Context: an optimization exercise on an open-source flow, tuned for small area, a short achievable clock period and few clock cycles per item. The choices shown serve that exercise and are no tape-out recipe. In this exercise RTL edits were held to simulation tests only and were not proved equivalent to the original. The flow treats the clock pin as an ideal source. Dropping or thinning the clock tree relies on that and would not hold on a real chip. Power and IR drop assume default switching activity.

### design.v
package conv_pkg;
    typedef logic [4:0]                         col_addr_t;     
    typedef logic [4:0]                         band_t;
    typedef logic [4:0]                         kernel_t;
    typedef logic [8:0]                         param_addr_t;   
    typedef logic [5-1:0]                 pix_col_t;
    typedef logic signed [8-1:0]    weight_t;
    typedef logic signed [8-1:0]    bias_t;
    typedef logic signed [16-1:0]  sum_t;
    typedef logic [16-1:0]         act_t;          
    typedef enum logic [1:0] {
        SEQ_IDLE,
        SEQ_LOAD,       
        SEQ_SWEEP       
    } seq_state_t;
endpackage
module conv_decode (
    input  logic        sclk,
    input  logic        s_rst_n,
    input  logic        cal_start,
    output logic        busy,
    output logic [4:0]  col,         
    output logic [2:0]  band,
    output logic        kern,
    output logic [3:0]  paddr,       
    output logic [4:0]  pwr,         
    output logic        tag_vld      
);
    logic        act;            
    logic        go;             
    logic        start;
    logic        last_col;
    logic        kern_d;
    logic        t0, t1;
    logic [2:0]  psi, psi_d, psi_p;
    assign start    = cal_start & ~busy;
    assign last_col = (col == 5'(28 - 1));
    assign t0       = act & (col >= 5'(5 - 1));
    assign go       = act & ~(last_col && band == 3'(8 - 1) && kern);
    assign kern_d   = (act && last_col && band == 3'(8 - 1)) ? ~kern : kern;
    assign psi      = kern ? 3'(paddr - 4'd5) : 3'(paddr);
    assign psi_d    = (psi == 3'd0) ? 3'd4 : psi - 3'd1;
    assign psi_p    = (psi == 3'd4) ? 3'd0 : psi + 3'd1;     
    for (genvar q = 0; q < 5; q++) begin : g_pwr
        assign pwr[q] = (psi_p == 3'(5 - 1 - q));
    end
    always_ff @(posedge sclk or negedge s_rst_n) begin
        if (!s_rst_n) begin
            act   <= 1'b0;
            col   <= '0;
            band  <= '0;
            kern  <= 1'b0;
            paddr <= '0;
        end else begin
            act   <= go | start;
            kern  <= kern_d;
            paddr <= (kern_d ? 4'd5 : 4'd0) + 4'(psi_d);
            if (act) begin
                if (last_col) begin
                    col  <= '0;
                    band <= band + 3'd1;     
                end else begin
                    col <= col + 5'd1;
                end
            end else begin
                col <= {4'd0, start};
            end
        end
    end
    always_ff @(posedge sclk or negedge s_rst_n) begin
        if (!s_rst_n) begin
            t1      <= 1'b0;
            tag_vld <= 1'b0;
            busy    <= 1'b0;
        end else begin
            t1      <= t0;
            tag_vld <= t1;
            busy    <= start | go | t0 | t1 | tag_vld;
        end
    end
endmodule
module conv_execute (
    input  logic                sclk,
    input  conv_pkg::pix_col_t  col_data,
    input  conv_pkg::weight_t   param_w_h0,
    input  conv_pkg::weight_t   param_w_h1,
    input  conv_pkg::weight_t   param_w_h2,
    input  conv_pkg::weight_t   param_w_h3,
    input  conv_pkg::weight_t   param_w_h4,
    input  conv_pkg::bias_t     param_bias,
    input  logic [4:0]          pwr,         
    output logic signed [12:0]  sum
);
    logic [5-1:0][5-1:0][7:0] w;    
    logic [5-1:0][5-1:0]      p;    
    logic [7:0]  b;
    logic [12:0] ra, rb;
    always_ff @(posedge sclk) begin
        w <= {w[5-2:0], {param_w_h4, param_w_h3, param_w_h2, param_w_h1, param_w_h0}};
        b <= param_bias;
    end
    for (genvar q = 0; q < 5; q++) begin : g_slot
        always_ff @(posedge sclk) begin
            if (pwr[q])
                p[q] <= col_data;
        end
    end
    logic t1, t2, t3, t4, t5, t6, t7, t8, t9, t10, t11, t12, t13, t14, t15, t16, t17, t18, t19, t20, t21, t22, t23, t24, t25, t26, t27, t28, t29, t30, t31, t32, t33, t34, t35, t36, t37, t38, t39, t40, t41, t42, t43, t44, t45, t46, t47, t48, t49, t50, t51, t52, t53, t54, t55, t56, t57, t58, t59, t60, t61, t62, t63, t64, t65, t66, t67, t68, t69, t70, t71, t72, t73, t74, t75, t76, t77, t78, t79, t80, t81, t82, t83, t84, t85, t86, t87, t88, t89, t90, t91, t92, t93, t94, t95, t96, t97, t98, t99, t100, t101, t102, t103, t104, t105, t106, t107, t108, t109, t110, t111, t112, t113, t114, t115, t116, t117, t118, t119, t120, t121, t122, t123, t124, t125, t126, t127, t128, t129, t130, t131, t132, t133, t134, t135, t136, t137, t138, t139, t140, t141, t142, t143, t144, t145, t146, t147, t148, t149, t150, t151, t152, t153, t154, t155, t156, t157, t158, t159, t160, t161, t162, t163, t164, t165, t166, t167, t168, t169, t170, t171, t172, t173, t174, t175, t176, t177, t178, t179, t180, t181, t182, t183, t184, t185, t186, t187, t188, t189, t190, t191, t192, t193, t194, t195, t196, t197, t198, t199, t200, t201, t202, t203, t204, t205, t206, t207, t208, t209, t210, t211, t212, t213, t214, t215, t216, t217, t218, t219, t220, t221, t222, t223, t224, t225, t226, t227, t228, t229, t230, t231, t232, t233, t234, t235, t236, t237, t238, t239, t240, t241, t242, t243, t244, t245, t246, t247, t248, t249, t250, t251, t252, t253, t254, t255, t256, t257, t258, t259, t260, t261, t262, t263, t264, t265, t266, t267, t268, t269, t270, t271, t272, t273, t274, t275, t276, t277, t278, t279, t280, t281, t282, t283, t284, t285, t286, t287, t288, t289, t290, t291, t292, t293, t294, t295, t296, t297, t298, t299, t300, t301, t302, t303, t304, t305, t306, t307, t308, t309, t310, t311, t312, t313, t314, t315, t316, t317, t318, t319, t320, t321, t322, t323, t324, t325, t326, t327, t328, t329, t330, t331, t332, t333, t334, t335, t336, t337, t338, t339, t340, t341, t342, t343, t344, t345, t346, t347, t348, t349, t350, t351, t352, t353, t354, t355, t356, t357, t358, t359, t360, t361, t362, t363, t364, t365, t366, t367, t368, t369, t370, t371, t372, t373, t374, t375, t376, t377, t378, t379, t380, t381, t382, t383, t384, t385, t386, t387, t388, t389, t390, t391, t392, t393, t394, t395, t396, t397, t398;
    assign {t2, t1} = {1'b0, (p[0][0] & w[0][0][0])} + {1'b0, (p[0][1] & w[0][1][0])} + {1'b0, (p[0][2] & w[0][2][0])};
    assign {t4, t3} = {1'b0, (p[0][3] & w[0][3][0])} + {1'b0, (p[0][4] & w[0][4][0])} + {1'b0, (p[1][0] & w[1][0][0])};
    assign {t6, t5} = {1'b0, (p[1][1] & w[1][1][0])} + {1'b0, (p[1][2] & w[1][2][0])} + {1'b0, (p[1][3] & w[1][3][0])};
    assign t7 = (p[1][4] & w[1][4][0]) ^ (p[2][0] & w[2][0][0]);
    assign t8 = (p[1][4] & w[1][4][0]) & (p[2][0] & w[2][0][0]);
    assign {t10, t9} = {1'b0, (p[0][0] & w[0][0][1])} + {1'b0, (p[0][1] & w[0][1][1])} + {1'b0, (p[0][2] & w[0][2][1])};
    assign {t12, t11} = {1'b0, (p[0][3] & w[0][3][1])} + {1'b0, (p[0][4] & w[0][4][1])} + {1'b0, (p[1][0] & w[1][0][1])};
    assign {t14, t13} = {1'b0, (p[1][1] & w[1][1][1])} + {1'b0, (p[1][2] & w[1][2][1])} + {1'b0, (p[1][3] & w[1][3][1])};
    assign {t16, t15} = {1'b0, (p[1][4] & w[1][4][1])} + {1'b0, (p[2][0] & w[2][0][1])} + {1'b0, (p[2][1] & w[2][1][1])};
    assign {t18, t17} = {1'b0, (p[2][2] & w[2][2][1])} + {1'b0, (p[2][3] & w[2][3][1])} + {1'b0, (p[2][4] & w[2][4][1])};
    assign t19 = (p[3][0] & w[3][0][1]) ^ (p[3][1] & w[3][1][1]);
    assign t20 = (p[3][0] & w[3][0][1]) & (p[3][1] & w[3][1][1]);
    assign {t22, t21} = {1'b0, (p[0][0] & w[0][0][2])} + {1'b0, (p[0][1] & w[0][1][2])} + {1'b0, (p[0][2] & w[0][2][2])};
    assign {t24, t23} = {1'b0, (p[0][3] & w[0][3][2])} + {1'b0, (p[0][4] & w[0][4][2])} + {1'b0, (p[1][0] & w[1][0][2])};
    assign {t26, t25} = {1'b0, (p[1][1] & w[1][1][2])} + {1'b0, (p[1][2] & w[1][2][2])} + {1'b0, (p[1][3] & w[1][3][2])};
    assign {t28, t27} = {1'b0, (p[1][4] & w[1][4][2])} + {1'b0, (p[2][0] & w[2][0][2])} + {1'b0, (p[2][1] & w[2][1][2])};
    assign {t30, t29} = {1'b0, (p[2][2] & w[2][2][2])} + {1'b0, (p[2][3] & w[2][3][2])} + {1'b0, (p[2][4] & w[2][4][2])};
    assign {t32, t31} = {1'b0, (p[3][0] & w[3][0][2])} + {1'b0, (p[3][1] & w[3][1][2])} + {1'b0, (p[3][2] & w[3][2][2])};
    assign t33 = (p[3][3] & w[3][3][2]) ^ (p[3][4] & w[3][4][2]);
    assign t34 = (p[3][3] & w[3][3][2]) & (p[3][4] & w[3][4][2]);
    assign {t36, t35} = {1'b0, (p[0][0] & w[0][0][3])} + {1'b0, (p[0][1] & w[0][1][3])} + {1'b0, (p[0][2] & w[0][2][3])};
    assign {t38, t37} = {1'b0, (p[0][3] & w[0][3][3])} + {1'b0, (p[0][4] & w[0][4][3])} + {1'b0, (p[1][0] & w[1][0][3])};
    assign {t40, t39} = {1'b0, (p[1][1] & w[1][1][3])} + {1'b0, (p[1][2] & w[1][2][3])} + {1'b0, (p[1][3] & w[1][3][3])};
    assign {t42, t41} = {1'b0, (p[1][4] & w[1][4][3])} + {1'b0, (p[2][0] & w[2][0][3])} + {1'b0, (p[2][1] & w[2][1][3])};
    assign {t44, t43} = {1'b0, (p[2][2] & w[2][2][3])} + {1'b0, (p[2][3] & w[2][3][3])} + {1'b0, (p[2][4] & w[2][4][3])};
    assign {t46, t45} = {1'b0, (p[3][0] & w[3][0][3])} + {1'b0, (p[3][1] & w[3][1][3])} + {1'b0, (p[3][2] & w[3][2][3])};
    assign {t48, t47} = {1'b0, (p[3][3] & w[3][3][3])} + {1'b0, (p[3][4] & w[3][4][3])} + {1'b0, (p[4][0] & w[4][0][3])};
    assign {t50, t49} = {1'b0, (p[0][0] & w[0][0][4])} + {1'b0, (p[0][1] & w[0][1][4])} + {1'b0, (p[0][2] & w[0][2][4])};
    assign {t52, t51} = {1'b0, (p[0][3] & w[0][3][4])} + {1'b0, (p[0][4] & w[0][4][4])} + {1'b0, (p[1][0] & w[1][0][4])};
    assign {t54, t53} = {1'b0, (p[1][1] & w[1][1][4])} + {1'b0, (p[1][2] & w[1][2][4])} + {1'b0, (p[1][3] & w[1][3][4])};
    assign {t56, t55} = {1'b0, (p[1][4] & w[1][4][4])} + {1'b0, (p[2][0] & w[2][0][4])} + {1'b0, (p[2][1] & w[2][1][4])};
    assign {t58, t57} = {1'b0, (p[2][2] & w[2][2][4])} + {1'b0, (p[2][3] & w[2][3][4])} + {1'b0, (p[2][4] & w[2][4][4])};
    assign {t60, t59} = {1'b0, (p[3][0] & w[3][0][4])} + {1'b0, (p[3][1] & w[3][1][4])} + {1'b0, (p[3][2] & w[3][2][4])};
    assign {t62, t61} = {1'b0, (p[3][3] & w[3][3][4])} + {1'b0, (p[3][4] & w[3][4][4])} + {1'b0, (p[4][0] & w[4][0][4])};
    assign {t64, t63} = {1'b0, (p[0][0] & w[0][0][5])} + {1'b0, (p[0][1] & w[0][1][5])} + {1'b0, (p[0][2] & w[0][2][5])};
    assign {t66, t65} = {1'b0, (p[0][3] & w[0][3][5])} + {1'b0, (p[0][4] & w[0][4][5])} + {1'b0, (p[1][0] & w[1][0][5])};
    assign {t68, t67} = {1'b0, (p[1][1] & w[1][1][5])} + {1'b0, (p[1][2] & w[1][2][5])} + {1'b0, (p[1][3] & w[1][3][5])};
    assign {t70, t69} = {1'b0, (p[1][4] & w[1][4][5])} + {1'b0, (p[2][0] & w[2][0][5])} + {1'b0, (p[2][1] & w[2][1][5])};
    assign {t72, t71} = {1'b0, (p[2][2] & w[2][2][5])} + {1'b0, (p[2][3] & w[2][3][5])} + {1'b0, (p[2][4] & w[2][4][5])};
    assign {t74, t73} = {1'b0, (p[3][0] & w[3][0][5])} + {1'b0, (p[3][1] & w[3][1][5])} + {1'b0, (p[3][2] & w[3][2][5])};
    assign {t76, t75} = {1'b0, (p[3][3] & w[3][3][5])} + {1'b0, (p[3][4] & w[3][4][5])} + {1'b0, (p[4][0] & w[4][0][5])};
    assign {t78, t77} = {1'b0, (p[0][0] & w[0][0][6])} + {1'b0, (p[0][1] & w[0][1][6])} + {1'b0, (p[0][2] & w[0][2][6])};
    assign {t80, t79} = {1'b0, (p[0][3] & w[0][3][6])} + {1'b0, (p[0][4] & w[0][4][6])} + {1'b0, (p[1][0] & w[1][0][6])};
    assign {t82, t81} = {1'b0, (p[1][1] & w[1][1][6])} + {1'b0, (p[1][2] & w[1][2][6])} + {1'b0, (p[1][3] & w[1][3][6])};
    assign {t84, t83} = {1'b0, (p[1][4] & w[1][4][6])} + {1'b0, (p[2][0] & w[2][0][6])} + {1'b0, (p[2][1] & w[2][1][6])};
    assign {t86, t85} = {1'b0, (p[2][2] & w[2][2][6])} + {1'b0, (p[2][3] & w[2][3][6])} + {1'b0, (p[2][4] & w[2][4][6])};
    assign {t88, t87} = {1'b0, (p[3][0] & w[3][0][6])} + {1'b0, (p[3][1] & w[3][1][6])} + {1'b0, (p[3][2] & w[3][2][6])};
    assign {t90, t89} = {1'b0, (p[3][3] & w[3][3][6])} + {1'b0, (p[3][4] & w[3][4][6])} + {1'b0, (p[4][0] & w[4][0][6])};
    assign {t92, t91} = {1'b0, ~(p[0][0] & w[0][0][7])} + {1'b0, ~(p[0][1] & w[0][1][7])} + {1'b0, ~(p[0][2] & w[0][2][7])};
    assign {t94, t93} = {1'b0, ~(p[0][3] & w[0][3][7])} + {1'b0, ~(p[0][4] & w[0][4][7])} + {1'b0, ~(p[1][0] & w[1][0][7])};
    assign {t96, t95} = {1'b0, ~(p[1][1] & w[1][1][7])} + {1'b0, ~(p[1][2] & w[1][2][7])} + {1'b0, ~(p[1][3] & w[1][3][7])};
    assign {t98, t97} = {1'b0, ~(p[1][4] & w[1][4][7])} + {1'b0, ~(p[2][0] & w[2][0][7])} + {1'b0, ~(p[2][1] & w[2][1][7])};
    assign {t100, t99} = {1'b0, ~(p[2][2] & w[2][2][7])} + {1'b0, ~(p[2][3] & w[2][3][7])} + {1'b0, ~(p[2][4] & w[2][4][7])};
    assign {t102, t101} = {1'b0, ~(p[3][0] & w[3][0][7])} + {1'b0, ~(p[3][1] & w[3][1][7])} + {1'b0, ~(p[3][2] & w[3][2][7])};
    assign {t104, t103} = {1'b0, ~(p[3][3] & w[3][3][7])} + {1'b0, ~(p[3][4] & w[3][4][7])} + {1'b0, ~(p[4][0] & w[4][0][7])};
    assign {t106, t105} = {1'b0, t1} + {1'b0, t3} + {1'b0, t5};
    assign {t108, t107} = {1'b0, t7} + {1'b0, (p[2][1] & w[2][1][0])} + {1'b0, (p[2][2] & w[2][2][0])};
    assign {t110, t109} = {1'b0, (p[2][3] & w[2][3][0])} + {1'b0, (p[2][4] & w[2][4][0])} + {1'b0, (p[3][0] & w[3][0][0])};
    assign {t112, t111} = {1'b0, t2} + {1'b0, t4} + {1'b0, t6};
    assign {t114, t113} = {1'b0, t8} + {1'b0, t9} + {1'b0, t11};
    assign {t116, t115} = {1'b0, t13} + {1'b0, t15} + {1'b0, t17};
    assign {t118, t117} = {1'b0, t19} + {1'b0, (p[3][2] & w[3][2][1])} + {1'b0, (p[3][3] & w[3][3][1])};
    assign t119 = (p[3][4] & w[3][4][1]) ^ (p[4][0] & w[4][0][1]);
    assign t120 = (p[3][4] & w[3][4][1]) & (p[4][0] & w[4][0][1]);
    assign {t122, t121} = {1'b0, t10} + {1'b0, t12} + {1'b0, t14};
    assign {t124, t123} = {1'b0, t16} + {1'b0, t18} + {1'b0, t20};
    assign {t126, t125} = {1'b0, t21} + {1'b0, t23} + {1'b0, t25};
    assign {t128, t127} = {1'b0, t27} + {1'b0, t29} + {1'b0, t31};
    assign {t130, t129} = {1'b0, t33} + {1'b0, (p[4][0] & w[4][0][2])} + {1'b0, (p[4][1] & w[4][1][2])};
    assign t131 = (p[4][2] & w[4][2][2]) ^ (p[4][3] & w[4][3][2]);
    assign t132 = (p[4][2] & w[4][2][2]) & (p[4][3] & w[4][3][2]);
    assign {t134, t133} = {1'b0, t22} + {1'b0, t24} + {1'b0, t26};
    assign {t136, t135} = {1'b0, t28} + {1'b0, t30} + {1'b0, t32};
    assign {t138, t137} = {1'b0, t34} + {1'b0, t35} + {1'b0, t37};
    assign {t140, t139} = {1'b0, t39} + {1'b0, t41} + {1'b0, t43};
    assign {t142, t141} = {1'b0, t45} + {1'b0, t47} + {1'b0, (p[4][1] & w[4][1][3])};
    assign {t144, t143} = {1'b0, (p[4][2] & w[4][2][3])} + {1'b0, (p[4][3] & w[4][3][3])} + {1'b0, (p[4][4] & w[4][4][3])};
    assign {t146, t145} = {1'b0, t36} + {1'b0, t38} + {1'b0, t40};
    assign {t148, t147} = {1'b0, t42} + {1'b0, t44} + {1'b0, t46};
    assign {t150, t149} = {1'b0, t48} + {1'b0, t49} + {1'b0, t51};
    assign {t152, t151} = {1'b0, t53} + {1'b0, t55} + {1'b0, t57};
    assign {t154, t153} = {1'b0, t59} + {1'b0, t61} + {1'b0, (p[4][1] & w[4][1][4])};
    assign {t156, t155} = {1'b0, (p[4][2] & w[4][2][4])} + {1'b0, (p[4][3] & w[4][3][4])} + {1'b0, (p[4][4] & w[4][4][4])};
    assign {t158, t157} = {1'b0, t50} + {1'b0, t52} + {1'b0, t54};
    assign {t160, t159} = {1'b0, t56} + {1'b0, t58} + {1'b0, t60};
    assign {t162, t161} = {1'b0, t62} + {1'b0, t63} + {1'b0, t65};
    assign {t164, t163} = {1'b0, t67} + {1'b0, t69} + {1'b0, t71};
    assign {t166, t165} = {1'b0, t73} + {1'b0, t75} + {1'b0, (p[4][1] & w[4][1][5])};
    assign {t168, t167} = {1'b0, (p[4][2] & w[4][2][5])} + {1'b0, (p[4][3] & w[4][3][5])} + {1'b0, (p[4][4] & w[4][4][5])};
    assign {t170, t169} = {1'b0, t64} + {1'b0, t66} + {1'b0, t68};
    assign {t172, t171} = {1'b0, t70} + {1'b0, t72} + {1'b0, t74};
    assign {t174, t173} = {1'b0, t76} + {1'b0, t77} + {1'b0, t79};
    assign {t176, t175} = {1'b0, t81} + {1'b0, t83} + {1'b0, t85};
    assign {t178, t177} = {1'b0, t87} + {1'b0, t89} + {1'b0, (p[4][1] & w[4][1][6])};
    assign {t180, t179} = {1'b0, (p[4][2] & w[4][2][6])} + {1'b0, (p[4][3] & w[4][3][6])} + {1'b0, (p[4][4] & w[4][4][6])};
    assign {t182, t181} = {1'b0, t78} + {1'b0, t80} + {1'b0, t82};
    assign {t184, t183} = {1'b0, t84} + {1'b0, t86} + {1'b0, t88};
    assign {t186, t185} = {1'b0, t90} + {1'b0, t91} + {1'b0, t93};
    assign {t188, t187} = {1'b0, t95} + {1'b0, t97} + {1'b0, t99};
    assign {t190, t189} = {1'b0, t101} + {1'b0, t103} + {1'b0, ~(p[4][1] & w[4][1][7])};
    assign {t192, t191} = {1'b0, ~(p[4][2] & w[4][2][7])} + {1'b0, ~(p[4][3] & w[4][3][7])} + {1'b0, ~(p[4][4] & w[4][4][7])};
    assign t193 = t92 ^ t94;
    assign t194 = t92 & t94;
    assign {t196, t195} = {1'b0, t105} + {1'b0, t107} + {1'b0, t109};
    assign {t198, t197} = {1'b0, (p[3][1] & w[3][1][0])} + {1'b0, (p[3][2] & w[3][2][0])} + {1'b0, (p[3][3] & w[3][3][0])};
    assign {t200, t199} = {1'b0, t106} + {1'b0, t108} + {1'b0, t110};
    assign {t202, t201} = {1'b0, t111} + {1'b0, t113} + {1'b0, t115};
    assign {t204, t203} = {1'b0, t117} + {1'b0, t119} + {1'b0, (p[4][1] & w[4][1][1])};
    assign {t206, t205} = {1'b0, t112} + {1'b0, t114} + {1'b0, t116};
    assign {t208, t207} = {1'b0, t118} + {1'b0, t120} + {1'b0, t121};
    assign {t210, t209} = {1'b0, t123} + {1'b0, t125} + {1'b0, t127};
    assign t211 = t129 ^ t131;
    assign t212 = t129 & t131;
    assign {t214, t213} = {1'b0, t122} + {1'b0, t124} + {1'b0, t126};
    assign {t216, t215} = {1'b0, t128} + {1'b0, t130} + {1'b0, t132};
    assign {t218, t217} = {1'b0, t133} + {1'b0, t135} + {1'b0, t137};
    assign {t220, t219} = {1'b0, t139} + {1'b0, t141} + {1'b0, t143};
    assign {t222, t221} = {1'b0, t134} + {1'b0, t136} + {1'b0, t138};
    assign {t224, t223} = {1'b0, t140} + {1'b0, t142} + {1'b0, t144};
    assign {t226, t225} = {1'b0, t145} + {1'b0, t147} + {1'b0, t149};
    assign {t228, t227} = {1'b0, t151} + {1'b0, t153} + {1'b0, t155};
    assign {t230, t229} = {1'b0, t146} + {1'b0, t148} + {1'b0, t150};
    assign {t232, t231} = {1'b0, t152} + {1'b0, t154} + {1'b0, t156};
    assign {t234, t233} = {1'b0, t157} + {1'b0, t159} + {1'b0, t161};
    assign {t236, t235} = {1'b0, t163} + {1'b0, t165} + {1'b0, t167};
    assign {t238, t237} = {1'b0, t158} + {1'b0, t160} + {1'b0, t162};
    assign {t240, t239} = {1'b0, t164} + {1'b0, t166} + {1'b0, t168};
    assign {t242, t241} = {1'b0, t169} + {1'b0, t171} + {1'b0, t173};
    assign {t244, t243} = {1'b0, t175} + {1'b0, t177} + {1'b0, t179};
    assign {t246, t245} = {1'b0, t170} + {1'b0, t172} + {1'b0, t174};
    assign {t248, t247} = {1'b0, t176} + {1'b0, t178} + {1'b0, t180};
    assign {t250, t249} = {1'b0, t181} + {1'b0, t183} + {1'b0, t185};
    assign {t252, t251} = {1'b0, t187} + {1'b0, t189} + {1'b0, t191};
    assign {t254, t253} = {1'b0, t182} + {1'b0, t184} + {1'b0, t186};
    assign {t256, t255} = {1'b0, t188} + {1'b0, t190} + {1'b0, t192};
    assign {t258, t257} = {1'b0, t193} + {1'b0, t96} + {1'b0, t98};
    assign {t260, t259} = {1'b0, t100} + {1'b0, t102} + {1'b0, t104};
    assign {t262, t261} = {1'b0, t195} + {1'b0, t197} + {1'b0, (p[3][4] & w[3][4][0])};
    assign t263 = (p[4][0] & w[4][0][0]) ^ (p[4][1] & w[4][1][0]);
    assign t264 = (p[4][0] & w[4][0][0]) & (p[4][1] & w[4][1][0]);
    assign {t266, t265} = {1'b0, t196} + {1'b0, t198} + {1'b0, t199};
    assign {t268, t267} = {1'b0, t201} + {1'b0, t203} + {1'b0, (p[4][2] & w[4][2][1])};
    assign t269 = (p[4][3] & w[4][3][1]) ^ (p[4][4] & w[4][4][1]);
    assign t270 = (p[4][3] & w[4][3][1]) & (p[4][4] & w[4][4][1]);
    assign {t272, t271} = {1'b0, t200} + {1'b0, t202} + {1'b0, t204};
    assign {t274, t273} = {1'b0, t205} + {1'b0, t207} + {1'b0, t209};
    assign {t276, t275} = {1'b0, t211} + {1'b0, (p[4][4] & w[4][4][2])} + {1'b0, b[2]};
    assign {t278, t277} = {1'b0, t206} + {1'b0, t208} + {1'b0, t210};
    assign {t280, t279} = {1'b0, t212} + {1'b0, t213} + {1'b0, t215};
    assign {t282, t281} = {1'b0, t217} + {1'b0, t219} + {1'b0, b[3]};
    assign {t284, t283} = {1'b0, t214} + {1'b0, t216} + {1'b0, t218};
    assign {t286, t285} = {1'b0, t220} + {1'b0, t221} + {1'b0, t223};
    assign {t288, t287} = {1'b0, t225} + {1'b0, t227} + {1'b0, b[4]};
    assign {t290, t289} = {1'b0, t222} + {1'b0, t224} + {1'b0, t226};
    assign {t292, t291} = {1'b0, t228} + {1'b0, t229} + {1'b0, t231};
    assign {t294, t293} = {1'b0, t233} + {1'b0, t235} + {1'b0, b[5]};
    assign {t296, t295} = {1'b0, t230} + {1'b0, t232} + {1'b0, t234};
    assign {t298, t297} = {1'b0, t236} + {1'b0, t237} + {1'b0, t239};
    assign {t300, t299} = {1'b0, t241} + {1'b0, t243} + {1'b0, b[6]};
    assign {t302, t301} = {1'b0, t238} + {1'b0, t240} + {1'b0, t242};
    assign {t304, t303} = {1'b0, t244} + {1'b0, t245} + {1'b0, t247};
    assign {t306, t305} = {1'b0, t249} + {1'b0, t251} + {1'b0, ~b[7]};
    assign {t308, t307} = {1'b0, t246} + {1'b0, t248} + {1'b0, t250};
    assign {t310, t309} = {1'b0, t252} + {1'b0, t253} + {1'b0, t255};
    assign {t312, t311} = {1'b0, t257} + {1'b0, t259} + {1'b0, 1'b1};
    assign {t314, t313} = {1'b0, t254} + {1'b0, t256} + {1'b0, t258};
    assign t315 = t260 ^ t194;
    assign t316 = t260 & t194;
    assign {t318, t317} = {1'b0, t261} + {1'b0, t263} + {1'b0, (p[4][2] & w[4][2][0])};
    assign {t320, t319} = {1'b0, t262} + {1'b0, t264} + {1'b0, t265};
    assign t321 = t267 ^ t269;
    assign t322 = t267 & t269;
    assign {t324, t323} = {1'b0, t266} + {1'b0, t268} + {1'b0, t270};
    assign {t326, t325} = {1'b0, t271} + {1'b0, t273} + {1'b0, t275};
    assign {t328, t327} = {1'b0, t272} + {1'b0, t274} + {1'b0, t276};
    assign {t330, t329} = {1'b0, t277} + {1'b0, t279} + {1'b0, t281};
    assign {t332, t331} = {1'b0, t278} + {1'b0, t280} + {1'b0, t282};
    assign {t334, t333} = {1'b0, t283} + {1'b0, t285} + {1'b0, t287};
    assign {t336, t335} = {1'b0, t284} + {1'b0, t286} + {1'b0, t288};
    assign {t338, t337} = {1'b0, t289} + {1'b0, t291} + {1'b0, t293};
    assign {t340, t339} = {1'b0, t290} + {1'b0, t292} + {1'b0, t294};
    assign {t342, t341} = {1'b0, t295} + {1'b0, t297} + {1'b0, t299};
    assign {t344, t343} = {1'b0, t296} + {1'b0, t298} + {1'b0, t300};
    assign {t346, t345} = {1'b0, t301} + {1'b0, t303} + {1'b0, t305};
    assign {t348, t347} = {1'b0, t302} + {1'b0, t304} + {1'b0, t306};
    assign {t350, t349} = {1'b0, t307} + {1'b0, t309} + {1'b0, t311};
    assign {t352, t351} = {1'b0, t308} + {1'b0, t310} + {1'b0, t312};
    assign {t354, t353} = {1'b0, t313} + {1'b0, t315} + {1'b0, 1'b1};
    assign t355 = t317 ^ (p[4][3] & w[4][3][0]);
    assign t356 = t317 & (p[4][3] & w[4][3][0]);
    assign {t358, t357} = {1'b0, t318} + {1'b0, t319} + {1'b0, t321};
    assign {t360, t359} = {1'b0, t320} + {1'b0, t322} + {1'b0, t323};
    assign {t362, t361} = {1'b0, t324} + {1'b0, t326} + {1'b0, t327};
    assign {t364, t363} = {1'b0, t328} + {1'b0, t330} + {1'b0, t331};
    assign {t366, t365} = {1'b0, t332} + {1'b0, t334} + {1'b0, t335};
    assign {t368, t367} = {1'b0, t336} + {1'b0, t338} + {1'b0, t339};
    assign {t370, t369} = {1'b0, t340} + {1'b0, t342} + {1'b0, t343};
    assign {t372, t371} = {1'b0, t344} + {1'b0, t346} + {1'b0, t347};
    assign {t374, t373} = {1'b0, t348} + {1'b0, t350} + {1'b0, t351};
    assign {t376, t375} = {1'b0, t352} + {1'b0, t354} + {1'b0, t314};
    assign t377 = t355 ^ (p[4][4] & w[4][4][0]);
    assign t378 = t355 & (p[4][4] & w[4][4][0]);
    assign {t380, t379} = {1'b0, t356} + {1'b0, t357} + {1'b0, b[1]};
    assign {t382, t381} = {1'b0, t358} + {1'b0, t359} + {1'b0, t325};
    assign {t384, t383} = {1'b0, t360} + {1'b0, t361} + {1'b0, t329};
    assign {t386, t385} = {1'b0, t362} + {1'b0, t363} + {1'b0, t333};
    assign {t388, t387} = {1'b0, t364} + {1'b0, t365} + {1'b0, t337};
    assign {t390, t389} = {1'b0, t366} + {1'b0, t367} + {1'b0, t341};
    assign {t392, t391} = {1'b0, t368} + {1'b0, t369} + {1'b0, t345};
    assign {t394, t393} = {1'b0, t370} + {1'b0, t371} + {1'b0, t349};
    assign {t396, t395} = {1'b0, t372} + {1'b0, t373} + {1'b0, t353};
    assign {t398, t397} = {1'b0, t374} + {1'b0, t375} + {1'b0, t316};
    assign ra = {1'b1, t398, t396, t394, t392, t390, t388, t386, t384, t382, t380, t378, t377};
    assign rb = {1'b0, t376, t397, t395, t393, t391, t389, t387, t385, t383, t381, t379, b[0]};
    assign sum = ra + rb;
endmodule
module conv_result (
    input  logic                sclk,
    input  logic                s_rst_n,
    input  logic signed [12:0]  sum,
    input  logic                tag_vld,
    output logic [11:0]         act,
    output logic                act_vld
);
    always_ff @(posedge sclk) begin
        act <= sum[12] ? 12'd0 : 12'(sum);
    end
    always_ff @(posedge sclk or negedge s_rst_n) begin
        if (!s_rst_n)
            act_vld <= 1'b0;
        else
            act_vld <= tag_vld;
    end
endmodule
module conv_top (
    input  logic                   sclk,
    input  logic                   s_rst_n,
    input  logic                   cal_start,
    output logic                   busy,
    output conv_pkg::col_addr_t    data_rd_addr,
    output conv_pkg::band_t        row_cnt,
    input  conv_pkg::pix_col_t     col_data,
    output conv_pkg::param_addr_t  param_rd_addr,
    input  conv_pkg::weight_t      param_w_h0,
    input  conv_pkg::weight_t      param_w_h1,
    input  conv_pkg::weight_t      param_w_h2,
    input  conv_pkg::weight_t      param_w_h3,
    input  conv_pkg::weight_t      param_w_h4,
    output conv_pkg::kernel_t      bias_rd_addr,
    input  conv_pkg::bias_t        param_bias,
    output conv_pkg::act_t         conv_rslt_act,
    output logic                   conv_rslt_act_vld
);
    logic [2:0]          band;
    logic                kern;
    logic [3:0]          paddr;
    logic [4:0]          pwr;
    logic                tag_vld;
    logic signed [12:0]  sum;
    logic [11:0]         act;
    assign row_cnt       = {2'b0, band};
    assign param_rd_addr = {5'b0, paddr};
    assign bias_rd_addr  = {4'b0, kern};
    assign conv_rslt_act = {4'b0, act};
    conv_decode u_decode (
        .sclk      (sclk),
        .s_rst_n   (s_rst_n),
        .cal_start (cal_start),
        .busy      (busy),
        .col       (data_rd_addr),
        .band      (band),
        .kern      (kern),
        .paddr     (paddr),
        .pwr       (pwr),
        .tag_vld   (tag_vld)
    );
    conv_execute u_execute (
        .sclk       (sclk),
        .col_data   (col_data),
        .param_w_h0 (param_w_h0),
        .param_w_h1 (param_w_h1),
        .param_w_h2 (param_w_h2),
        .param_w_h3 (param_w_h3),
        .param_w_h4 (param_w_h4),
        .param_bias (param_bias),
        .pwr        (pwr),
        .sum        (sum)
    );
    conv_result u_result (
        .sclk    (sclk),
        .s_rst_n (s_rst_n),
        .sum     (sum),
        .tag_vld (tag_vld),
        .act     (act),
        .act_vld (conv_rslt_act_vld)
    );
endmodule
### flow/run.sh
#!/bin/bash
# Standard synthesis, then flow/polarity.py drops the inverters that
# synthesis leaves around full and half adders (a full adder is self-dual, so an fa
# cell may work on inverted signals), then the standard layout from the
# edited netlist, with port buffers of fixed cells (flow/pre_resize.tcl) and
# one level less in the clock tree (flow/post_cts.tcl). Make output goes to
# standard_*.log here, each tool's own log to orfs/logs.
set -euo pipefail
R=$PWD/orfs/results/sky130hd/conv_top/base
KN=("BUFFER_PORTS_ARGS=-outputs -buffer_cell sky130_fd_sc_hd__buf_2" "PRE_RESIZE_TCL=$PWD/flow/pre_resize.tcl" "POST_CTS_TCL=$PWD/flow/post_cts.tcl")
if [[ -f flow/knobs.txt ]]; then
  while read -r line; do [[ -n "$line" ]] && KN+=("$line"); done < flow/knobs.txt
fi
bash standard.sh "${KN[@]}" "$R/1_2_yosys.v" > standard_synth.log 2>&1
cp "$R/1_2_yosys.v" "$R/1_2_yosys_std.v"
python3 flow/polarity.py "$R/1_2_yosys_std.v" "$R/1_2_yosys.v" > polarity.log 2>&1
bash standard.sh "${KN[@]}" finish > standard.log 2>&1
### flow/knobs.txt
SETUP_SLACK_MARGIN=21.4
CTS_ARGS=-sink_clustering_enable -repair_clock_nets -sink_clustering_size 30 -sink_clustering_max_diameter 100 -buf_list sky130_fd_sc_hd__clkbuf_16 -dont_use_dummy_load
SKIP_REPAIR_TIE_FANOUT=1
### flow/polarity.py
#!/usr/bin/env python3
"""Removes inverters around full and half adders in a mapped netlist.

A full adder is self-dual: FA(~a, ~b, ~c) = (~cout, ~sum), so an fa cell may
work on inverted signals. An and2 may become a nand2 and back. A half adder
may become an xor2 or xnor2 for its sum and a two-input and-type cell for
its carry (nand2, nor2, and2, or2, nor2b, nand2b), which takes its inputs in
either polarity. A local search picks, for every such cell, the polarity of
its signals that needs the least inverter and cell area. Only plain inv cells
whose nets are internal are removed; everything else keeps its connections.

usage: polarity.py IN.v OUT.v
"""
import os
import random
import re
import sys
from collections import defaultdict

src = open(sys.argv[1]).read()
mod_start = src.index("module ")
body_start = src.index(";", mod_start) + 1
end = src.rindex("endmodule")
head, body, tail = src[:body_start], src[body_start:end], src[end:]

port_names = set()
for m in re.finditer(r"^\s*(input|output|inout)\s+(\[[^\]]*\]\s*)?(\w+)\s*;", body, re.M):
    port_names.add(m.group(3))

cell_re = re.compile(r"^\s*(sky130_fd_sc_hd__\w+)\s+(\S+)\s*\((.*?)\);\s*$", re.S | re.M)
pin_re = re.compile(r"\.(\w+)\(([^()]*)\)")
cells = []
for m in cell_re.finditer(body):
    pins = [(p, n.strip()) for p, n in pin_re.findall(m.group(3))]
    cells.append({"type": m.group(1), "name": m.group(2), "pins": pins})

OUTP = {"X", "Y", "Q", "Q_N", "SUM", "COUT", "HI", "LO"}
INV_AREA = 3.7536
A = {"and2": 6.256, "nand2": 3.7536, "nor2": 3.7536, "or2": 6.256, "nor2b": 6.256,
     "nand2b": 6.256, "xor2": 8.7584, "ha": 12.512}

def is_port_net(n):
    return n.split("[")[0].strip() in port_names

driver = {}
for i, c in enumerate(cells):
    for p, n in c["pins"]:
        if p in OUTP:
            driver[n] = (i, p)

inv_ok = set()
for i, c in enumerate(cells):
    if re.match(r"sky130_fd_sc_hd__inv_\d+$", c["type"]):
        d = dict(c["pins"])
        if not is_port_net(d["A"]) and not is_port_net(d["Y"]) and d["A"] in driver:
            inv_ok.add(i)

def resolve(n):
    inv = 0
    for _ in range(100):
        if n in driver and driver[n][0] in inv_ok:
            n = dict(cells[driver[n][0]]["pins"])["A"]
            inv ^= 1
        else:
            break
    return n, inv

# element kinds
FA, AND, HA = "fa", "and", "ha"
kind = {}
for i, c in enumerate(cells):
    t = c["type"]
    d = dict(c["pins"])
    if re.match(r"sky130_fd_sc_hd__fa_1$", t):
        kind[i] = FA
    elif t in ("sky130_fd_sc_hd__and2_1", "sky130_fd_sc_hd__nand2_1"):
        outp = "X" if t.endswith("and2_1") else "Y"
        if set(d) == {"A", "B", outp} and not is_port_net(d[outp]):
            kind[i] = AND
    elif t == "sky130_fd_sc_hd__ha_1":
        if set(d) == {"A", "B", "SUM", "COUT"} and not is_port_net(d["SUM"]) and not is_port_net(d["COUT"]):
            kind[i] = HA

# logical signals: the output nets of non-removed cells. For an original
# nand2 the logical signal is AND(a, b) (base polarity 1).
base = {}
for i, c in enumerate(cells):
    if kind.get(i) == AND and c["type"].endswith("nand2_1"):
        base[dict(c["pins"])["Y"]] = 1

# loads: (cell, pin, signal, inv) with inv relative to the logical signal
loads_of = defaultdict(list)     # signal -> [(cell, pin, inv)]
cell_in = defaultdict(list)      # cell -> [(pin, signal, inv)]
for i, c in enumerate(cells):
    if i in inv_ok:
        continue
    for p, n in c["pins"]:
        if p in OUTP:
            continue
        s, inv = resolve(n)
        inv ^= base.get(s, 0)
        loads_of[s].append((i, p, inv))
        cell_in[i].append((p, s, inv))

def out_sigs(i):
    return [n for p, n in cells[i]["pins"] if p in OUTP]

# state: fa flip; and polarity; ha (pol_sum, pol_carry)
state = {}
for i, k in kind.items():
    if k == FA:
        state[i] = 0
    elif k == AND:
        state[i] = base.get(dict(cells[i]["pins"]).get("Y", ""), 0)
    else:
        state[i] = (0, 0)

def sig_pol(s):
    if s not in driver:
        return 0
    i, p = driver[s]
    k = kind.get(i)
    if k == FA:
        return state[i]
    if k == AND:
        return state[i]
    if k == HA:
        return state[i][0] if p == "SUM" else state[i][1]
    return 0

def req(i, p, inv):
    # polarity a load needs of the net it is on; None: any (adder inputs of
    # a half adder use the signal's own net)
    if kind.get(i) == HA:
        return None
    if kind.get(i) == FA and p in ("A", "B", "CIN"):
        return inv ^ state[i]
    return inv

def inv_cost(s):
    pol = sig_pol(s)
    for (i, p, inv) in loads_of[s]:
        r = req(i, p, inv)
        if r is not None and r != pol:
            return INV_AREA
    return 0.0

def and_cell(ea, eb, pc):
    # cell for carry = La & Lb from nets carrying La^ea, Lb^eb, output polarity pc
    if ea == 0 and eb == 0:
        return ("nand2", A["nand2"]) if pc else ("and2", A["and2"])
    if ea == 1 and eb == 1:
        return ("or2", A["or2"]) if pc else ("nor2", A["nor2"])
    return ("nand2b", A["nand2b"]) if pc else ("nor2b", A["nor2b"])

def ha_e(i):
    d = {p: (s, inv) for p, s, inv in cell_in[i]}
    sa, ia = d["A"]
    sb, ib = d["B"]
    return sig_pol(sa) ^ ia, sig_pol(sb) ^ ib

def drv_cost(i):
    k = kind[i]
    if k == FA:
        return 0.0
    if k == AND:
        return A["nand2"] if state[i] else A["and2"]
    ea, eb = ha_e(i)
    px, pc = state[i]
    if ea == 0 and eb == 0 and px == 0 and pc == 0:
        return A["ha"]
    return A["xor2"] + and_cell(ea, eb, pc)[1]

def affected(i):
    sigs = set(out_sigs(i))
    if kind[i] == FA:
        sigs |= {s for p, s, inv in cell_in[i]}
    drv = {i}
    for s in out_sigs(i):
        for (j, p, inv) in loads_of[s]:
            if kind.get(j) == HA:
                drv.add(j)
    return sigs, drv

def local_cost(i):
    sigs, drv = affected(i)
    return sum(inv_cost(s) for s in sigs) + sum(drv_cost(j) for j in drv)

def total():
    sigs = set(loads_of) | set(driver)
    return sum(inv_cost(s) for s in sigs) + sum(drv_cost(j) for j in kind)

def options(i):
    if kind[i] == HA:
        return [(0, 0), (0, 1), (1, 0), (1, 1)]
    return [0, 1]

rng = random.Random(1)
elems = sorted(kind)
start_cost = total()

def greedy():
    improved = True
    while improved:
        improved = False
        for i in elems:
            cur = state[i]
            before = local_cost(i)
            best, best_c = cur, before
            for o in options(i):
                if o == cur:
                    continue
                state[i] = o
                c = local_cost(i)
                if c < best_c - 1e-9 or (abs(c - best_c) < 1e-9 and rng.random() < 0.2):
                    if c < best_c - 1e-9:
                        improved = True
                    best, best_c = o, c
            state[i] = best

greedy()
best_state, best_total = dict(state), total()
for it in range(int(os.environ.get("POL_ITERS", "200"))):
    state.update(best_state)
    for i in rng.sample(elems, max(1, len(elems) // 12)):
        state[i] = rng.choice(options(i))
    greedy()
    t = total()
    if t < best_total - 1e-9:
        best_total, best_state = t, dict(state)
state.update(best_state)

# rebuild
need_inv = {}
for s in set(loads_of):
    if inv_cost(s):
        need_inv[s] = f"pol_n{len(need_inv) + 1}"

def esc(n):
    return n + " " if n.startswith("\\") else n

def net_for(s, r):
    return s if r == sig_pol(s) else need_inv[s]

def cell_txt(t, name, pins):
    return "  sky130_fd_sc_hd__%s %s (\n%s\n  );" % (t, name, ",\n".join(f"    .{p}({esc(n)})" for p, n in pins))

out_cells = []
n_ha_split = 0
for i, c in enumerate(cells):
    if i in inv_ok:
        continue
    k = kind.get(i)
    if k == HA:
        d = dict(c["pins"])
        ea, eb = ha_e(i)
        px, pc = state[i]
        ins = {p: s for p, s, inv in cell_in[i]}
        na, nb = ins["A"], ins["B"]
        if ea == 0 and eb == 0 and px == 0 and pc == 0:
            out_cells.append(cell_txt("ha_1", c["name"], [("A", na), ("B", nb), ("COUT", d["COUT"]), ("SUM", d["SUM"])]))
            continue
        n_ha_split += 1
        x = "xor2_1" if (ea ^ eb) == px else "xnor2_1"
        out_cells.append(cell_txt(x, c["name"] + "_s", [("A", na), ("B", nb), ("X" if x == "xor2_1" else "Y", d["SUM"])]))
        t, _ = and_cell(ea, eb, pc)
        if t in ("nand2", "nor2"):
            pins = [("A", na), ("B", nb), ("Y", d["COUT"])]
        elif t in ("and2", "or2"):
            pins = [("A", na), ("B", nb), ("X", d["COUT"])]
        else:
            inv_net, true_net = (na, nb) if ea == 1 else (nb, na)
            if t == "nor2b":      # !A & B_N: A on the inverted net
                pins = [("A", inv_net), ("B_N", true_net), ("Y", d["COUT"])]
            else:                 # nand2b: A_N | !B, A_N on the inverted net
                pins = [("A_N", inv_net), ("B", true_net), ("Y", d["COUT"])]
        out_cells.append(cell_txt(t + "_1", c["name"] + "_c", pins))
        continue
    ctype = c["type"][len("sky130_fd_sc_hd__"):]
    pins = []
    for p, n in c["pins"]:
        if p in OUTP:
            if k == AND:
                p = "Y" if state[i] else "X"
            pins.append((p, n))
    if k == AND:
        ctype = "nand2_1" if state[i] else "and2_1"
    ins = []
    for p, s, inv in cell_in[i]:
        r = req(i, p, inv)
        ins.append((p, net_for(s, r)))
    # keep the original pin order: inputs first as they were, then outputs
    order = [p for p, n in c["pins"] if p not in OUTP]
    ins.sort(key=lambda x: order.index(x[0]))
    out_cells.append(cell_txt(ctype, c["name"], ins + pins))
for s, nn in need_inv.items():
    out_cells.append(cell_txt("inv_1", "pol_inv_" + nn[5:], [("A", s), ("Y", nn)]))

decl = cell_re.sub("", body)
decl = re.sub(r"\n\s*\n+", "\n", decl)
wires = "".join(f"  wire {nn};\n" for nn in need_inv.values())
open(sys.argv[2], "w").write(head + decl + wires + "\n".join(out_cells) + "\n" + tail)
print(f"polarity: {len(inv_ok)} removable inverters -> {len(need_inv)}, "
      f"{sum(1 for i in kind if kind[i] == FA and state[i])} of {sum(1 for i in kind if kind[i] == FA)} fa flipped, "
      f"{n_ha_split} of {sum(1 for i in kind if kind[i] == HA)} ha split, "
      f"area of the cells it chooses {start_cost:.1f} -> {total():.1f}")
### flow/post_cts.tcl
# Runs at the end of the CTS step (POST_CTS_TCL). Reshapes the top of the
# clock tree: the middle level goes, and the leaf buffers are split into four
# groups, each driven by its own root buffer on the clock port, placed at the
# middle of its group. Every register stays two buffers from the clock port,
# so the tree stays balanced; it only gets shorter.
set block [ord::get_db_block]
set port_net [$block findNet sclk]
set nroots 4
proc is_clkbuf {inst} {
  return [string match "sky130_fd_sc_hd__clkbuf_*" [[$inst getMaster] getName]]
}
proc out_net {inst} {
  foreach it [$inst getITerms] {
    if {[$it isOutputSignal]} { return [$it getNet] }
  }
  return "NULL"
}
proc in_iterm {inst} {
  foreach it [$inst getITerms] {
    if {[$it isInputSignal]} { return $it }
  }
  return "NULL"
}
proc center {inst} {
  set b [$inst getBBox]
  return [list [expr {([$b xMin] + [$b xMax]) / 2}] [expr {([$b yMin] + [$b yMax]) / 2}]]
}
set roots {}
foreach it [$port_net getITerms] {
  set inst [$it getInst]
  if {[is_clkbuf $inst]} { lappend roots $inst }
}
if {[llength $roots] != 1} {
  puts "post_cts: [llength $roots] root buffers, tree kept"
  return
}
set root [lindex $roots 0]
set rnet [out_net $root]
# 1. drop the middle level
foreach it [$rnet getITerms] {
  set inst [$it getInst]
  if {$inst eq $root || ![is_clkbuf $inst]} { continue }
  set mnet [out_net $inst]
  set ok 1
  foreach it2 [$mnet getITerms] {
    set i2 [$it2 getInst]
    if {$i2 ne $inst && ![is_clkbuf $i2]} { set ok 0 }
  }
  if {!$ok} { continue }
  foreach it2 [$mnet getITerms] {
    set i2 [$it2 getInst]
    if {$i2 eq $inst} { continue }
    $it2 disconnect
    $it2 connect $rnet
  }
  puts "post_cts: removed [$inst getName]"
  odb::dbInst_destroy $inst
  odb::dbNet_destroy $mnet
}
# 2. the root's loads, all leaf buffers
set leaves {}
foreach it [$rnet getITerms] {
  set inst [$it getInst]
  if {$inst eq $root} { continue }
  if {![is_clkbuf $inst]} {
    puts "post_cts: root drives a register, one root kept"
    estimate_parasitics -placement
    return
  }
  lappend leaves $inst
}
# split into four groups: by x into halves, each half by y into halves
proc by_x {a b} { return [expr {[lindex [center $a] 0] - [lindex [center $b] 0]}] }
proc by_y {a b} { return [expr {[lindex [center $a] 1] - [lindex [center $b] 1]}] }
set sx [lsort -command by_x $leaves]
set h [expr {[llength $sx] / 2}]
set groups {}
foreach half [list [lrange $sx 0 [expr {$h - 1}]] [lrange $sx $h end]] {
  set sy [lsort -command by_y $half]
  set q [expr {[llength $sy] / 2}]
  lappend groups [lrange $sy 0 [expr {$q - 1}]] [lrange $sy $q end]
}
set master [[ord::get_db] findMaster sky130_fd_sc_hd__clkbuf_16]
set k 0
foreach g $groups {
  if {[llength $g] == 0} { continue }
  set sx 0; set sy 0
  foreach l $g { set c [center $l]; incr sx [lindex $c 0]; incr sy [lindex $c 1] }
  set cx [expr {$sx / [llength $g]}]
  set cy [expr {$sy / [llength $g]}]
  if {$k == 0} {
    set r $root
    set n $rnet
    if {[[$r getMaster] getName] ne [$master getName]} { $r swapMaster $master }
  } else {
    set r [odb::dbInst_create $block $master "clkbuf_root_$k"]
    set n [odb::dbNet_create $block "clknet_root_$k"]
    $n setSigType CLOCK
    [$r findITerm A] connect $port_net
    [$r findITerm X] connect $n
    foreach l $g {
      set it [in_iterm $l]
      $it disconnect
      $it connect $n
    }
  }
  $r setLocation $cx $cy
  $r setPlacementStatus PLACED
  puts "post_cts: root [$r getName] drives [llength $g] leaf buffers"
  incr k
}
detailed_placement
check_placement -verbose
estimate_parasitics -placement
report_clock_skew
### flow/pre_resize.tcl
# Runs before the resize step (PRE_RESIZE_TCL). Global placement gave every
# output port a buf_2 (BUFFER_PORTS_ARGS); each input port gets a buf_1 here,
# which the step's repair and the detailed placement then handle as usual.
buffer_ports -inputs -buffer_cell sky130_fd_sc_hd__buf_1
### standard.sh
#!/bin/bash
# synth_recipe.tcl (not shown) runs the flow's synth.tcl, then flattens the netlist and writes it again
# the make line also repeats each setting of config.mk as NAME=value (left out here)
make -C /OpenROAD-flow-scripts/flow DESIGN_CONFIG=/design/flow/config.mk WORK_HOME=/design/flow/orfs CLKGATE_MAP_FILE= SYNTH_SCRIPT=/design/flow/synth_recipe.tcl "${@:-finish}"
### config.mk
export PLATFORM = sky130hd
export DESIGN_NAME = conv_top
export DESIGN_NICKNAME = conv_top
export VERILOG_FILES = /design/flow/design.v
export SDC_FILE = /design/flow/constraint.sdc
export NUM_CORES = 4
export LEC_CHECK = 0
export CAP_MARGIN = 20
export CORE_MARGIN = 2
export CORE_UTILIZATION = 40
export CTS_BUF_LIST = sky130_fd_sc_hd__clkbuf_16
export CTS_CLUSTER_DIAMETER = 100
export CTS_CLUSTER_SIZE = 30
export SLEW_MARGIN = 20
### constraint.sdc
create_clock -name core_clock -period 28.0 [get_ports {sclk}]
set_input_delay 5.6000 -clock core_clock [delete_from_list [all_inputs] [get_ports {sclk}]]
set_output_delay 5.6000 -clock core_clock [all_outputs]
set_load 0.01 [all_outputs]
==> impl_metrics.tcl, run 1 <==
set metrics [dict create \
    coreArea_sq_um 28500 \
    yosysWarnings 3 \
    post_dp_cell_area_sq_um 12200 \
    die_y_um 174 \
    hpwl_um 19000 \
    fmax_mhz 154 \
    clock_skew_ps 54.1 \
    slowest_stage "dfrtp_1" \
    required_ps 22400 \
    multi_input_area_sq_um 5690 \
    p_int_uw 961 \
    path_max_fanout 5 \
    drive_gt1_share_pct 7.96 \
    critical_path_class "reg2out" \
    drtAntennaViolNets 0 \
    worst_pin_slew_ps 1050 \
    areaGrowthSynthToFinish_pct 10.5 \
    power_switching_uw 711 \
    vias 6285 \
    overflow 0 \
    drv_cap 0 \
    p_leak_nw 4.87 \
    grt_pass1_wl_um 38600 \
    peakVddDrop_mv 0.140 \
    p_clk_share_pct 11.9 \
    nNetsFinal 1209 \
    port_buffers 27 \
    fin_crit_ps 6480 \
    synthCells 859 \
    cts.sinks 263 \
    finalHoldViolations 0 \
    cp.buffers_inverters 1 \
    wl_per_cell_um 19.1 \
    slew_headroom_pct 29.9 \
    tns_ps 0 \
    grt_use_total_pct 17.6 \
    power.share.sequential_pct 25.4 \
    cpPeakStageDelay_ps 430 \
    syn_area_per_cell_sq_um 13.4 \
    nFillCells 2644 \
    drv_slew 0 \
    fin_hold_ws_ps 311 \
    cp-start-kind "flip-flop" \
    crit_chain "buf_2" \
    syn_nets 1111 \
    num_antenna_cells 0 \
    crit_arrival_ps 880 \
    grt_max_degree 31 \
    io_pins 98 \
    regArea_sq_um 5610 \
    final_common_cell "dfxtp_1" \
    wl_um 25600 \
    gp_congestion 0.874 \
    endpoint_kind "primary output" \
    min_period_over_period_pct 23.2 \
    die_area_sq_um 30200 \
    combPwrFrac_pct 62.7 \
    first_global_vias 6784 \
    die_w_um 174 \
    drcViolationCount 0 \
    final_cell_mix "dfxtp_1, nand2_1, fa_1" \
    cts.clk_slew.worst_paths_ps 120 \
    rows 62 \
    hp-class "reg2reg" \
    firstDrtPassIters 7 \
    rsz0062_at_grt "false" \
    run_status "timing/DRC/antenna clean" \
    syn-cell-area_sq_um 11500 \
    design_area_sq_um 12700 \
    final-setup-viol-count 0 \
    clock_latency_ps 330 \
    cp_top_family "flip-flops" \
    first_iter_violations 510 \
    antenna_found_initial 0 \
    viasPerCell 4.69 \
    start_util_pct 40.3 \
    power_density_nw_per_um2 131 \
    switching_share_pct 42.5 \
]
## power groups by stage
stage	clock network [mW]	registers, mW	logic, mW
floorplan	0	0.432	0.878
global placement	0	0.433	1.04
detailed placement	0	0.433	1.05
global route	0.217	0.427	1.18
finish	0.199	0.424	1.05
## area by class of cell, without the clock buffers
class,instances,area share (%)
Tap cell,384,3.77
Sequential cell,263,44.1
Multi-Input combinational cell,554,44.7
Buffer,3,0.590
Timing Repair Buffer,101,4.00
Inverter,23,0.678
## through the flow
| step | util (%) | worst slack (ps) | instances | power [mW] |
|---|---|---|---|---|
| floorplan | - | 21750 | 859 | 1.31 |
| global placement | 42.0 | 21720 | 1251 | 1.47 |
| detailed placement | 42.7 | 21590 | 1306 | 1.48 |
| global route | 44.6 | 21410 | 1339 | 1.83 |
| finish | 44.6 | 21520 | 1339 | 1.67 |
## worst paths after layout
kind,from,depth (start not counted),end,slack (ps)
worst max register to register,u_execute.p[6],15,u_result.act[11],21650
worst min register to register,u_execute.w[0],0,u_execute.w[40],310
worst max-delay path,u_decode.col[4],1,data_rd_addr[4],21520
min in group asynchronous,s_rst_n,1,u_decode.paddr[1],5390
max in group asynchronous,s_rst_n,1,u_decode.col[2],21940
worst min-delay path,u_execute.w[0],0,u_execute.w[40],310
## registers in the layout (all words and copies together), names as in the netlist
signal            cells
u_decode.band         3
u_result.act_vld      1
u_decode.t1           1
u_decode.kern         1
u_execute.p          25
u_decode.act          1
u_result.act         12
u_decode.tag_vld      1
u_execute.b           8
u_decode.paddr        4
u_decode.col          5
u_execute.w         200
u_decode.busy         1
## layer usage
metal | up-vias | GRT usage [%] | routed length, um
met2 | 217 | 27.1 | 11400
li1 | 2869 | - | -
met1 | 3150 | 25.0 | 11500
met5 | - | 0 | 0
met3 | 49 | 3.51 | 1850
met4 | 0 | 6.30 | 879
Testbench counts, summed over its fixed seeds: cycles 21,648, results 18,432.
==> run 2: changes to the inputs <==
==> flow/run.sh (replaced) <==
#!/bin/bash
# The standard layout with four changes:
#  - flow/polarity.py edits the standard synthesis netlist: it drops the
#    inverters that synthesis leaves around full and half adders (a full
#    adder is self-dual, a half adder can become xor2 + a two-input gate)
#    and picks and2 or nand2 for each gating cell;
#  - output ports get a buf_2 and input ports a buf_1 (flow/pre_resize.tcl);
#  - the clock tree is reshaped after CTS (flow/post_cts.tcl): four root
#    buffers on the clock port, each driving a group of leaf buffers, so
#    every register is two buffers from the port;
#  - settings in flow/knobs.txt (setup margin for repair, CTS arguments, one
#    tie cell).
# Make output goes to standard_*.log here, each tool's own log to orfs/logs.
set -euo pipefail
R=$PWD/orfs/results/sky130hd/conv_top/base
KN=("BUFFER_PORTS_ARGS=-outputs -buffer_cell sky130_fd_sc_hd__buf_2" "PRE_RESIZE_TCL=$PWD/flow/pre_resize.tcl" "POST_CTS_TCL=$PWD/flow/post_cts.tcl")
if [[ -f flow/knobs.txt ]]; then
  while read -r line; do [[ -n "$line" ]] && KN+=("$line"); done < flow/knobs.txt
fi
bash standard.sh "${KN[@]}" "$R/1_2_yosys.v" > standard_synth.log 2>&1
cp "$R/1_2_yosys.v" "$R/1_2_yosys_std.v"
python3 flow/polarity.py "$R/1_2_yosys_std.v" "$R/1_2_yosys.v" > polarity.log 2>&1
bash standard.sh "${KN[@]}" finish > standard.log 2>&1
--- a/flow/polarity.py
+++ b/flow/polarity.py
@@ -220,7 +220,7 @@
 
 greedy()
 best_state, best_total = dict(state), total()
-for it in range(int(os.environ.get("POL_ITERS", "200"))):
+for it in range(int(os.environ.get("POL_ITERS", "1000"))):
     state.update(best_state)
     for i in rng.sample(elems, max(1, len(elems) // 12)):
         state[i] = rng.choice(options(i))
==> run 2 against run 1 <==
  * Clock power is essentially flat
  * Fmax is 0.19% lower
  * Routed wire length decreased by 0.94%
  * Hold slack improved by 17 ps
  * Power about the same
  * Via count fell by 1.5%
  * Critical path depth stayed put
  * Flip-flop and latch count did not move
  * Sequential power about the same
==> impl_metrics.tcl, run 2 <==
set metrics [dict create \
    p_clk_share_pct 11.9 \
    p_total_mw 1.67 \
    power.share.sequential_pct 25.4 \
    fin_crit_ps 6500 \
    first_global_vias 6883 \
    die_w_um 173 \
    drtAntennaViolNets 0 \
    crit_arrival_ps 900 \
    final_common_cell "dfxtp_1" \
    finalHoldViolations 0 \
    tns_ps 0 \
    clock_skew_ps 57.9 \
    nNetsFinal 1198 \
    yosysWarnings 3 \
    worst_pin_slew_ps 938 \
    syn_area_per_cell_sq_um 13.4 \
    first_iter_violations 382 \
    fmax_mhz 154 \
    cp_top_family "flip-flops" \
    firstDrtPassIters 5 \
    combPwrFrac_pct 62.7 \
    port_buffers 27 \
    rsz0062_at_grt "false" \
    drv_slew 0 \
    final-setup-viol-count 0 \
    cp.depth 1 \
    areaGrowthSynthToFinish_pct 9.96 \
    run_status "timing/DRC/antenna clean" \
    antenna_found_initial 0 \
    post-route-util_pct 44.3 \
    synthCells 855 \
    final_cell_mix "dfxtp_1, nand2_1, fa_1" \
    coreArea_sq_um 28500 \
    die_area_sq_um 30100 \
    peakVddDrop_mv 0.148 \
    grt_use_total_pct 17.7 \
    pre_cts_ws_ps 21610 \
    overflow 0 \
    wl_um 25300 \
    hpwl_um 19300 \
    largest-register "u_execute.w" \
    power_switching_uw 717 \
    reg2regPathDepth 14 \
    path_max_fanout 5 \
    hp-class "reg2reg" \
    cp.buffers_inverters 1 \
    min_path_cells 0 \
    syn_nets 1108 \
    start_util_pct 40.3 \
    crit_chain "buf_2" \
    gp_congestion 0.851 \
    viasPerCell 4.66 \
    syn-cell-area_sq_um 11500 \
    cts.sinks 263 \
    min_period_over_period_pct 23.2 \
    io_pins 98 \
    clock_latency_ps 330 \
    cp-start-kind "flip-flop" \
    grt_pass1_wl_um 39000 \
    slew_headroom_pct 37.4 \
    largest_reg_flops 200 \
    nFillCells 2646 \
    cts.clk_slew.worst_paths_ps 120 \
    p_leak_nw 4.81 \
    required_ps 22400 \
    endpoint_kind "primary output" \
    drcViolationCount 0 \
    top_regs "u_execute.w: 200 flops, u_execute.p: 25 flops, u_result.act: 12 flops" \
    p_int_uw 956 \
    grt_max_degree 31 \
    vias 6190 \
    timing.final.ws_setup_ps 21500 \
    drive_gt1_share_pct 7.00 \
    fin_hold_ws_ps 328 \
    wl_per_cell_um 19.1 \
    cpPeakStageDelay_ps 430 \
    critical_path_class "reg2out" \
    num_antenna_cells 0 \
    switching_share_pct 42.8 \
    power_density_nw_per_um2 132 \
    die_y_um 173 \
    rows 62 \
    drv_cap 0 \
    slowest_stage "dfrtp_1" \
]
-- run 2: metal layers --
metal	GRT usage (%)	share of wire [%]
met1	22.8	42
met2	30.8	50
met3	3.07	5.8
met4	4.87	2.0
met5	0	0
-- run 2: cell type report, without the clock buffers --
cell class / instances / area (sq um) / share of cell area [%]
Multi-Input combinational cell: 553 / 5670 / 44.9
Sequential cell: 263 / 5610 / 44.4
Tap cell: 384 / 480 / 3.81
Timing Repair Buffer: 93 / 443 / 3.51
Buffer: 3 / 75.1 / 0.595
Inverter: 20 / 75.1 / 0.595
-- run 2: final timing paths --
kind	endpoint	startpoint	slack, ps
setup reg to reg	u_result.act[11]	u_execute.p[20]	21730
hold reg to reg	u_execute.w[96]	u_execute.w[56]	330
max in group asynchronous	u_decode.col[2]	s_rst_n	21980
min in group asynchronous	u_decode.paddr[1]	s_rst_n	5390
setup / recovery	data_rd_addr[4]	u_decode.col[4]	21500
hold / removal	u_execute.w[96]	u_execute.w[56]	330
-- run 2: worst register-to-register path, cell delays in order, from the launching register on --
cell	delay [ps]
edfxtp_1	760
nand2_1	190
fa_1	490
fa_1	500
fa_1	570
fa_1	450
fa_1	530
fa_1	470
fa_1	590
xor2_1	460
a21oi_1	220
o21ai_0	350
mux2i_1	230
o31ai_1	90
a311oi_1	240
-- run 2: power by group through the flow --
stage / clock (mW) / combinational (mW) / sequential (mW)
6_report: 0.200 / 1.05 / 0.424
3_5_place_dp: 0 / 1.05 / 0.433
5_1_grt: 0.219 / 1.19 / 0.427
3_3_place_gp: 0 / 1.03 / 0.433
2_1_floorplan: 0 / 0.878 / 0.432
-- run 2: through the flow --
| stage | instance area (sq um) | std cells |
|---|---|---|
| 2_1_floorplan | 11500 | 855 |
| 3_3_place_gp | 12000 | 1247 |
| 3_5_place_dp | 12200 | 1302 |
| 5_1_grt | 12600 | 1327 |
| 6_report | 12600 | 1327 |
==> run 3: changes to the inputs <==
--- a/flow/polarity.py
+++ b/flow/polarity.py
@@ -232,7 +232,7 @@
 
 # rebuild
 need_inv = {}
-for s in set(loads_of):
+for s in sorted(set(loads_of)):
     if inv_cost(s):
         need_inv[s] = f"pol_n{len(need_inv) + 1}"
 
==> run 3 against run 2 <==
  * Critical path type unchanged
  * Flip-flop and latch count did not move
  * Cell area rose by 0.29%
  * Critical path depth did not move
  * Hold slack improved by 15 ps
  * Routed wire length fell by 1.1%
==> impl_metrics.tcl, run 3 <==
set metrics [dict create \
    coreArea_sq_um 28500 \
    largest_reg_flops 200 \
    cp_top_family "flip-flops" \
    rows 62 \
    clock_skew_ps 42.5 \
    final-setup-viol-count 0 \
    syn_area_per_cell_sq_um 13.4 \
    largest-register "u_execute.w" \
    fin_crit_ps 6470 \
    cpPeakStageDelay_ps 420 \
    overflow 0 \
    p_leak_nw 4.83 \
    final_common_cell "dfxtp_1" \
    viasPerCell 4.64 \
    gp_congestion 0.876 \
    critical_path_class "reg2out" \
    yosysWarnings 3 \
    cp.buffers_inverters 1 \
    firstDrtPassIters 5 \
    die_area_sq_um 30100 \
    final_cell_mix "dfxtp_1, nand2_1, fa_1" \
    io_pins 98 \
    power_density_nw_per_um2 132 \
    grt_pass1_wl_um 38400 \
    fmax_mhz 155 \
    rsz0062_at_grt "false" \
    endpoint_kind "primary output" \
    areaGrowthSynthToFinish_pct 10.3 \
    hp-class "reg2reg" \
    port_buffers 27 \
    grt_use_total_pct 17.4 \
    synthCells 855 \
    crit_chain "buf_2" \
    syn-cell-area_sq_um 11500 \
    wl_um 25100 \
    path_max_fanout 3 \
    peakVddDrop_mv 0.139 \
    required_ps 22400 \
    slowest_stage "dfrtp_1" \
    slew_headroom_pct 36.8 \
    first_iter_violations 409 \
    wl_per_cell_um 18.8 \
    hpwl_um 19200 \
    die_w_um 173 \
    drive_gt1_share_pct 7.59 \
    first_global_vias 6837 \
    num_antenna_cells 0 \
    clock_latency_ps 320 \
    worst_pin_slew_ps 946 \
    vias 6185 \
    syn_nets 1108 \
    drcViolationCount 0 \
    cts.clk_slew.worst_paths_ps 110 \
    drv_slew 0 \
    nNetsFinal 1203 \
    finalHoldViolations 0 \
    min_period_over_period_pct 23.1 \
    start_util_pct 40.3 \
    antenna_found_initial 0 \
    drtAntennaViolNets 0 \
    top_regs "u_execute.w: 200 flops, u_execute.p: 25 flops, u_result.act: 12 flops" \
    cp-start-kind "flip-flop" \
    run_status "timing/DRC/antenna clean" \
    drv_cap 0 \
    crit_arrival_ps 870 \
    grt_max_degree 31 \
    cts.sinks 263 \
    die_y_um 173 \
    tns_ps 0 \
    post-route-util_pct 44.5 \
]
[run 3: final timing paths]
check	startpoint	end	slack, ps	cells after the start
worst max-delay path	u_decode.band[2]	row_cnt[2]	21530	1
worst min-delay path	u_execute.w[145]	u_execute.w[185]	340	0
worst max register to register	u_execute.p[0]	u_result.act[11]	21770	15
worst min register to register	u_execute.w[145]	u_execute.w[185]	340	0
max in group asynchronous	s_rst_n	u_decode.col[2]	22460	2
min in group asynchronous	s_rst_n	u_decode.paddr[1]	5110	1
[run 3: final cells by class, without the clock buffers]
cell class              count  area [sq um]
well taps                 384           480
fillers                  2615         15800
repair buffers             98           478
inverters                  20          75.1
plain buffers               3          75.1
flip-flops and latches    263          5610
multi-input cells         553          5670
[run 3: metrics by stage]
| step | area, sq um | setup WS [ps] | hold slack [ps] | cells | power [mW] |
|---|---|---|---|---|---|
| global route | 12700 | 21420 | 343 | 1332 | 1.83 |
| finish | 12700 | 21530 | 343 | 1332 | 1.67 |
| global placement | 12000 | 21730 | 335 | 1247 | 1.47 |
| floorplan | 11500 | 21750 | 331 | 855 | 1.31 |
| detailed placement | 12200 | 21620 | 336 | 1302 | 1.48 |
[run 3: metal layers]
metal	track usage [%]	vias up	share of wire (%)
met2	30.5	167	50
met1	22.5	3131	42
li1	-	2854	-
met3	3.07	33	5.4
met4	4.27	0	2.1
met5	0	-	0
[run 3: power breakdown]
part	switching, mW	total, mW	internal (mW)	leakage (nW)
clock	0.109	0.200	0.0905	0.173
combinational	0.598	1.05	0.452	2.37
sequential	0.0104	0.424	0.414	2.28

## port drivers added, routing unchanged
Ports are ideal in the flow. The routed layouts listed here were re-timed in OpenROAD.
Step 1: set_driving_cell puts a clkbuf_16 on sclk and a buf_2 on each other input, an assumption about the parent block.
Step 2, shift: input delay + t, output delay - t, t = (earliest + latest rising clock arrival at the registers) / 2. This alone moves slack from input paths to output paths.
Three values: ideal ports, drivers, drivers and shift; two values: the first two.
run | t (ns) | slack for setup (ns) | hold slack, ns | clock arrival spread, ns | slew at the worst register clock pin (ns)
run 1 | 0.401 | 21.516 / 21.415 / 21.610 | 0.311 / 0.311 / 0.311 | 0.055 / 0.054 | 0.12 / 0.12
run 2 | 0.406 | 21.504 / 21.402 / 21.645 | 0.328 / 0.328 / 0.328 | 0.059 / 0.058 | 0.12 / 0.12
run 3 | 0.403 | 21.528 / 21.427 / 21.635 | 0.343 / 0.343 / 0.343 | 0.044 / 0.044 | 0.11 / 0.11
After both steps setup and hold are still met in every run listed. The worst setup slack also covers recovery checks on asynchronous resets.
